Background: an optimization exercise with open tools, aiming at small area. Do not read the settings as production practice. The RTL was checked by simulation tests, not by an equivalence proof against the original design. No activity file was given, so power comes from the tool's default toggle rates.

==> flow/design.v (excerpt) <==
module imem_loader
#(
  parameter int unsigned ADDR_W     = 6,
  parameter logic [31:0] RESET_WORD = 32'h0000_0000
) (
  input  logic              clk,
  input  logic              rst,
  input  logic              in_valid,
  input  logic [imem_loader_pkg::BYTE_W-1:0] in_data,
  output logic              in_ready,
  input  logic [31:0]       pc,
  output logic [imem_loader_pkg::WORD_W-1:0] instruction,
  output logic              cpu_rst,
  output logic              load_done,
  output logic              load_error,
  output logic [ADDR_W:0]   words_loaded
);
For scale: about 3800 cells after synthesis, ~2100 flip-flops, ~86 I/O pins.
Settings: LEC_CHECK=0, CAP_MARGIN=5, CORE_MARGIN=2, CORE_UTILIZATION=62, PLACE_DENSITY=0.72, SLEW_MARGIN=5, SYNTH_HIERARCHICAL=1; clock period 12.0 ns.
standard.sh (not shown) runs the stock make flow with config.mk's settings and CLKGATE_MAP_FILE= SYNTH_SCRIPT=/design/flow/synth_recipe.tcl, a recipe that flattens the netlist after the stock synthesis.
==> flow/flow/run.sh <==
#!/bin/bash
# The standard layout (standard.sh) with two changes: the clock tree uses
# clkbuf_8 sink buffers in clusters of up to 16 sinks and no dummy loads, and
# the port buffers are buf_1. make's output goes to standard_make.log; ORFS
# keeps each step's log under orfs/logs.
set -euo pipefail
export CTS_ARGS="-sink_clustering_enable -repair_clock_nets -dont_use_dummy_load -buf_list sky130_fd_sc_hd__clkbuf_8 -sink_clustering_size 16 -sink_clustering_max_diameter 50"
export BUFFER_PORTS_ARGS="-buffer_cell sky130_fd_sc_hd__buf_1"
bash standard.sh > standard_make.log 2>&1
The baseline ran to the end with no violations.
Change:
==> flow/flow/run.sh (replaced) <==
#!/bin/bash
# The standard layout (standard.sh) with two changes: the clock tree uses
# clkbuf_8 sink buffers in clusters of up to 18 sinks and no dummy loads, and
# the port buffers are buf_1. make's output goes to standard_make.log; ORFS
# keeps each step's log under orfs/logs.
set -euo pipefail
export CTS_ARGS="-sink_clustering_enable -repair_clock_nets -dont_use_dummy_load -buf_list sky130_fd_sc_hd__clkbuf_8 -sink_clustering_size 18 -sink_clustering_max_diameter 50"
export BUFFER_PORTS_ARGS="-buffer_cell sky130_fd_sc_hd__buf_1"
bash standard.sh > standard_make.log 2>&1
The changed run completed with no timing, DRC or antenna violations.
Final cell count is about the same.
Area after synthesis does not change.
Total power shrinks slightly.
Wire length hardly moves.
Global-route usage barely changes.
Critical path depth stays the same.
Clock skew climbs by 0.022 ns.
Die area stays the same.
Utilization fell by 0.16 points.
Change:
==> flow/flow/run.sh (replaced) <==
#!/bin/bash
# The standard layout (standard.sh) with two changes: the clock tree uses
# clkbuf_8 sink buffers in clusters of up to 16 sinks and no dummy loads, and
# the port buffers are buf_1. make's output goes to standard_make.log; ORFS
# keeps each step's log under orfs/logs.
set -euo pipefail
export CTS_ARGS="-sink_clustering_enable -repair_clock_nets -dont_use_dummy_load -buf_list sky130_fd_sc_hd__clkbuf_8 -sink_clustering_size 16 -sink_clustering_max_diameter 50"
export BUFFER_PORTS_ARGS="-buffer_cell sky130_fd_sc_hd__buf_1"
bash standard.sh > standard_make.log 2>&1
--- a/flow/config.mk
+++ b/flow/config.mk
@@ -8,6 +8,6 @@
 export CAP_MARGIN = 5
 export CORE_MARGIN = 2
-export CORE_UTILIZATION = 62
-export PLACE_DENSITY = 0.72
+export CORE_UTILIZATION = 68
+export PLACE_DENSITY = 0.78
 export SLEW_MARGIN = 5
 export SYNTH_HIERARCHICAL = 1
What happened: Power is higher slightly; sequential cell count is unchanged; clock-buffer cell count increases by 10; area after synthesis does not change; worst setup slack is better by 0.17 ns; via count decreases slightly; clock skew is lower by 0.014 ns; final area is about the same.

========
Setup of amber:
The RTL this note starts from:
==> flow/design.v <==
package imem_loader_pkg;
  localparam int unsigned BYTE_W         = 8;    
  localparam int unsigned WORD_W         = 32;   
  localparam int unsigned BYTE_IDX_W     = 2;    
  typedef enum logic [2:0] {
    IDLE     = 3'b000,
    HDR0     = 3'b001,
    HDR1     = 3'b010,
    HDR1_BIG = 3'b011,
    PAYLOAD  = 3'b100,
    CSUM     = 3'b101,
    DONE     = 3'b110,
    ERR      = 3'b111
  } load_state_e;
endpackage
module imem_array
#(
  parameter int unsigned ADDR_W     = 6,
  parameter logic [31:0] RESET_WORD = 32'h0000_0000
) (
  input  logic              clk,
  input  logic              rst,
  input  logic              wr,
  input  logic [1:0]        wlane,
  input  logic [ADDR_W:0]   wcnt,
  input  logic [7:0]        wbyte,
  input  logic [ADDR_W-1:0] raddr,
  output logic [imem_loader_pkg::WORD_W-1:0] rdata_c
);
  localparam int unsigned RB   = ADDR_W - 3;   
  localparam int unsigned R    = 1 << RB;      
  localparam int unsigned L    = 8;            
  localparam int unsigned NPOS = R * L;        
  localparam int unsigned NGRP = NPOS / 3;     
  logic [7:0] ring_q [4][R][L];
  logic [7:0] stg_q  [4][2];
  logic [2:0] cnt_q;
  logic       clr_q;       
  logic            ins_c [4][R];
  logic [7:0]      ring_in_c [4][R];
  logic [ADDR_W:0] dist_c;
  logic [R+1:0]    near_c;      
  assign dist_c = wcnt - {1'b0, cnt_q, RB'(0)};
  always_comb begin
    for (int k = 0; k < int'(R) + 2; k++) near_c[k] = (dist_c == (ADDR_W+1)'(k));
    for (int j = 0; j < 4; j++) begin
      for (int r = 0; r < int'(R); r++) begin
        ins_c[j][r] = (2'(j) < wlane) ? (near_c[r] || near_c[r+1]) :
                                        (near_c[r+1] || near_c[r+2]);
      end
    end
  end
  for (genvar j = 0; j < 4; j++) begin : g_ins_lane
    for (genvar r = 0; r < int'(R); r++) begin : g_ins_ring
      for (genvar b = 0; b < 8; b++) begin : g_ins_bit
        imem_ao22 u_ao22 (
          .a1 (ins_c[j][r]), .a2 (stg_q[j][r % 2][b]),
          .b1 (!clr_q),      .b2 (ring_q[j][r][L-1][b]),
          .y  (ring_in_c[j][r][b])
        );
      end
    end
  end
  always_ff @(posedge clk) begin
    for (int j = 0; j < 4; j++) begin
      for (int r = 0; r < int'(R); r++) begin
        ring_q[j][r][0] <= ring_in_c[j][r];
        for (int k = 1; k < int'(L); k++) begin
          ring_q[j][r][k] <= ring_q[j][r][k-1];
        end
      end
    end
  end
  always_ff @(posedge clk) begin
    if (wr) begin
      stg_q[wlane][wcnt[0]] <= wbyte;
    end
  end
  always_ff @(posedge clk or posedge rst) begin
    if (rst) begin
      cnt_q <= '0;
      clr_q <= 1'b1;
    end else begin
      cnt_q <= cnt_q + 3'd1;
      if (cnt_q == 3'd7) clr_q <= 1'b0;
    end
  end
  logic [R-1:0]    rsel_c;
  logic [L-1:0]    psel_c;
  logic [NPOS-1:0] sel_c;
  logic            valid_c, e0_c, e1_c;
  logic [2:0]      pos_c;
  logic [1:0]      hsel_c  [4];
  logic [7:0]      rbyte_c [4][NPOS+2];
  logic [NPOS+1:0] lsel_c  [4];
  logic [7:0]      grp_n_c [4][NGRP+1];
  logic [ADDR_W+1:0] age_c;    
  assign age_c   = {1'b0, wcnt} - {2'b00, raddr};
  assign valid_c = !age_c[ADDR_W+1] && (age_c != '0);
  assign e0_c    = (age_c == (ADDR_W+2)'(1));
  assign e1_c    = (age_c == (ADDR_W+2)'(2));
  assign pos_c   = cnt_q - raddr[ADDR_W-1:RB] - 3'd1;
  always_comb begin
    for (int r = 0; r < int'(R); r++) rsel_c[r] = (raddr[RB-1:0] == RB'(r));
    for (int k = 0; k < int'(L); k++) psel_c[k] = (pos_c == 3'(k));
    for (int r = 0; r < int'(R); r++) begin
      for (int k = 0; k < int'(L); k++) begin
        sel_c[r*L+k] = valid_c && rsel_c[r] && psel_c[k];
        for (int j = 0; j < 4; j++) rbyte_c[j][r*L+k] = ring_q[j][r][k];
      end
    end
    for (int j = 0; j < 4; j++) begin
      logic hit;
      hit          = e0_c || (e1_c && !(2'(j) < wlane));
      hsel_c[j][0] = hit && !raddr[0];
      hsel_c[j][1] = hit && raddr[0];
      rbyte_c[j][NPOS]   = stg_q[j][0];
      rbyte_c[j][NPOS+1] = stg_q[j][1];
      lsel_c[j]          = {hsel_c[j], sel_c};
    end
  end
  for (genvar j = 0; j < 4; j++) begin : g_lane
    for (genvar g = 0; g < int'(NGRP) + 1; g++) begin : g_grp
      for (genvar b = 0; b < 8; b++) begin : g_bit
        imem_sel3 u_sel3 (
          .s0  (lsel_c[j][3*g]),     .d0 (rbyte_c[j][3*g][b]),
          .s1  (lsel_c[j][3*g+1]),   .d1 (rbyte_c[j][3*g+1][b]),
          .s2  (lsel_c[j][3*g+2]),   .d2 (rbyte_c[j][3*g+2][b]),
          .y_n (grp_n_c[j][g][b])
        );
      end
    end
  end
  always_comb begin
    for (int j = 0; j < 4; j++) begin
      logic [7:0] acc;
      acc = RESET_WORD[31-8*j -: 8] & {8{!valid_c}};
      for (int g = 0; g < int'(NGRP) + 1; g++) acc = acc | ~grp_n_c[j][g];
      rdata_c[31-8*j -: 8] = acc;
    end
  end
endmodule
module imem_sel3 (
  input  logic s0,
  input  logic d0,
  input  logic s1,
  input  logic d1,
  input  logic s2,
  input  logic d2,
  output logic y_n
);
  assign y_n = ~((s0 & d0) | (s1 & d1) | (s2 & d2));
endmodule
module imem_ao22 (
  input  logic a1,
  input  logic a2,
  input  logic b1,
  input  logic b2,
  output logic y
);
  assign y = (a1 & a2) | (b1 & b2);
endmodule
module imem_loader
#(
  parameter int unsigned ADDR_W     = 6,
  parameter logic [31:0] RESET_WORD = 32'h0000_0000
) (
  input  logic              clk,
  input  logic              rst,
  input  logic              in_valid,
  input  logic [imem_loader_pkg::BYTE_W-1:0] in_data,
  output logic              in_ready,
  input  logic [31:0]       pc,
  output logic [imem_loader_pkg::WORD_W-1:0] instruction,
  output logic              cpu_rst,
  output logic              load_done,
  output logic              load_error,
  output logic [ADDR_W:0]   words_loaded
);
  localparam int unsigned CNT_W = ADDR_W + 1;
  localparam int unsigned DEPTH = 1 << ADDR_W;
  imem_loader_pkg::load_state_e state_q;
  imem_loader_pkg::load_state_e state_d;
  logic [ADDR_W-1:0]       len_q;               
  logic [imem_loader_pkg::BYTE_IDX_W-1:0]   byte_idx_q, byte_idx_d;
  logic [imem_loader_pkg::BYTE_W-1:0]       csum_q, csum_d;
  logic [CNT_W-1:0]        words_q, words_d;
  logic                    cpu_rst_q;
  logic                    ready_c;
  logic                    xfer_c;
  logic                    wr_c;
  logic                    pc_unused;
  assign ready_c   = (state_q != imem_loader_pkg::IDLE) && (state_q != imem_loader_pkg::DONE) &&
                     (state_q != imem_loader_pkg::ERR);
  assign xfer_c    = in_valid && ready_c;
  assign pc_unused = ^{pc[31:ADDR_W+2], pc[1:0]};
  always_ff @(posedge clk or posedge rst) begin
    if (rst) begin
      state_q    <= imem_loader_pkg::IDLE;
      byte_idx_q <= '0;
      csum_q     <= '0;
      words_q    <= '0;
      cpu_rst_q  <= 1'b1;
    end else begin
      state_q    <= state_d;
      byte_idx_q <= byte_idx_d;
      csum_q     <= csum_d;
      words_q    <= words_d;
      cpu_rst_q  <= (state_q != imem_loader_pkg::DONE);
    end
  end
  always_ff @(posedge clk) begin
    if (state_q == imem_loader_pkg::HDR1 && xfer_c) begin
      len_q <= in_data[ADDR_W-1:0];
    end
  end
  always_comb begin
    state_d    = state_q;
    byte_idx_d = byte_idx_q;
    csum_d     = csum_q;
    words_d    = words_q;
    wr_c       = 1'b0;
    case (state_q)
      imem_loader_pkg::IDLE: state_d = imem_loader_pkg::HDR0;
      imem_loader_pkg::HDR0: begin
        if (xfer_c) begin
          state_d = (in_data != '0) ? imem_loader_pkg::HDR1_BIG : imem_loader_pkg::HDR1;
        end
      end
      imem_loader_pkg::HDR1: begin
        if (xfer_c) begin
          if (32'(in_data) > DEPTH) begin
            state_d = imem_loader_pkg::ERR;
          end else if (in_data == '0) begin
            state_d = imem_loader_pkg::CSUM;
          end else begin
            state_d = imem_loader_pkg::PAYLOAD;
          end
        end
      end
      imem_loader_pkg::HDR1_BIG: begin
        if (xfer_c) begin
          state_d = imem_loader_pkg::ERR;
        end
      end
      imem_loader_pkg::PAYLOAD: begin
        if (xfer_c) begin
          wr_c       = 1'b1;
          csum_d     = csum_q ^ in_data;
          byte_idx_d = byte_idx_q + 2'd1;
          if (byte_idx_q == 2'd3) begin
            words_d = words_q + CNT_W'(1);
            if (words_d[ADDR_W-1:0] == len_q) begin
              state_d = imem_loader_pkg::CSUM;
            end
          end
        end
      end
      imem_loader_pkg::CSUM: begin
        if (xfer_c) begin
          csum_d  = csum_q ^ in_data;
          state_d = (csum_d == '0) ? imem_loader_pkg::DONE : imem_loader_pkg::ERR;
        end
      end
      default: state_d = state_q;
    endcase
  end
  imem_array #(
    .ADDR_W     (ADDR_W),
    .RESET_WORD (RESET_WORD)
  ) u_imem_array (
    .clk     (clk),
    .rst     (rst),
    .wr      (wr_c),
    .wlane   (byte_idx_q),
    .wcnt    (words_q),
    .wbyte   (in_data),
    .raddr   (pc[ADDR_W+1:2]),
    .rdata_c (instruction)
  );
  assign in_ready     = ready_c;
  assign cpu_rst      = cpu_rst_q;
  assign load_done    = (state_q == imem_loader_pkg::DONE);
  assign load_error   = (state_q == imem_loader_pkg::ERR);
  assign words_loaded = words_q;
endmodule
export LEC_CHECK = 0
export CAP_MARGIN = 5
export CORE_MARGIN = 2
export CORE_UTILIZATION = 62
export PLACE_DENSITY = 0.72
export SLEW_MARGIN = 5
export SYNTH_HIERARCHICAL = 1
create_clock -name core_clock -period 12.0 [get_ports {clk}]
==> flow/flow/run.sh <==
#!/bin/bash
# The standard layout (standard.sh) with two changes: the clock tree uses
# clkbuf_8 sink buffers in clusters of up to 16 sinks and no dummy loads, and
# the port buffers are buf_1. make's output goes to standard_make.log; ORFS
# keeps each step's log under orfs/logs.
set -euo pipefail
export CTS_ARGS="-sink_clustering_enable -repair_clock_nets -dont_use_dummy_load -buf_list sky130_fd_sc_hd__clkbuf_8 -sink_clustering_size 16 -sink_clustering_max_diameter 50"
export BUFFER_PORTS_ARGS="-buffer_cell sky130_fd_sc_hd__buf_1"
bash standard.sh > standard_make.log 2>&1
Per the final summary, amber finished and its layout is clean on timing, DRC and antenna.
Relative to amber, the following input files were edited for onyx:
Settings: changing PLACE_DENSITY from 0.72 to 0.8; changing CORE_UTILIZATION from 62 to 70.
Notes after the runs:
- The flow for onyx finished, though final verification flagged capacitance limit, slew limit.
- Shortest clock period the worst path allows after layout in onyx is 280 ps below amber.
- The total power of onyx falls short of that of amber by 0.045 mW.
- amber and onyx ended up with nearly the same area taken by multi-input logic gates.
- Worst hold slack, amber and onyx: smaller value in onyx
- Summary of onyx over amber: total wire length now sits lower; worst path setup slack after routing now sits higher.

what the ideal ports hide:
How much do the figures lean on ideal ports? The routed layouts below were timed once more, with nothing changed but the port constraints.
Step 1 (the two cells are an assumption about what drives the block):
set clk [get_ports {clk}]
set_driving_cell -lib_cell sky130_fd_sc_hd__clkbuf_16 $clk
set_driving_cell -lib_cell sky130_fd_sc_hd__buf_2 [delete_from_list [all_inputs] $clk]
Step 2 times the ports against the registers' clock, not the clock port: input delays grow and output delays shrink by t, the midpoint of the rising clock arrivals with the driver on.
a / b / c = ideal ports / drivers / drivers and shift; a / b = the first two.
| run | t, ns | slack for setup (ns) | hold slack, ns | latest minus earliest clock arrival (ns) | worst data-port slew with drivers (ns) |
|---|---|---|---|---|---|
| the first run of note 1 | 0.889 | 0.905 / 0.748 / 0.748 | 0.318 / 0.318 / 0.318 | 0.049 / 0.049 | 0.16 |
| the second run of note 1 | 0.897 | 0.840 / 0.689 / 0.689 | 0.293 / 0.293 / 0.293 | 0.069 / 0.069 | 0.15 |
| the third run of note 1 | 0.889 | 1.005 / 0.854 / 0.854 | 0.300 / 0.300 / 0.300 | 0.057 / 0.057 | 0.16 |
| amber | 0.905 | 1.546 / 1.516 / 1.516 | 0.298 / 0.298 / 0.298 | 0.066 / 0.066 | 0.09 |
| onyx | 0.870 | 1.831 / 1.702 / 1.702 | 0.279 / 0.279 / 0.279 | 0.119 / 0.119 | 0.14 |
The setup slack of the first run of note 1, which loses most, moves by -0.157 ns with the drivers and by -0.157 ns with both steps.
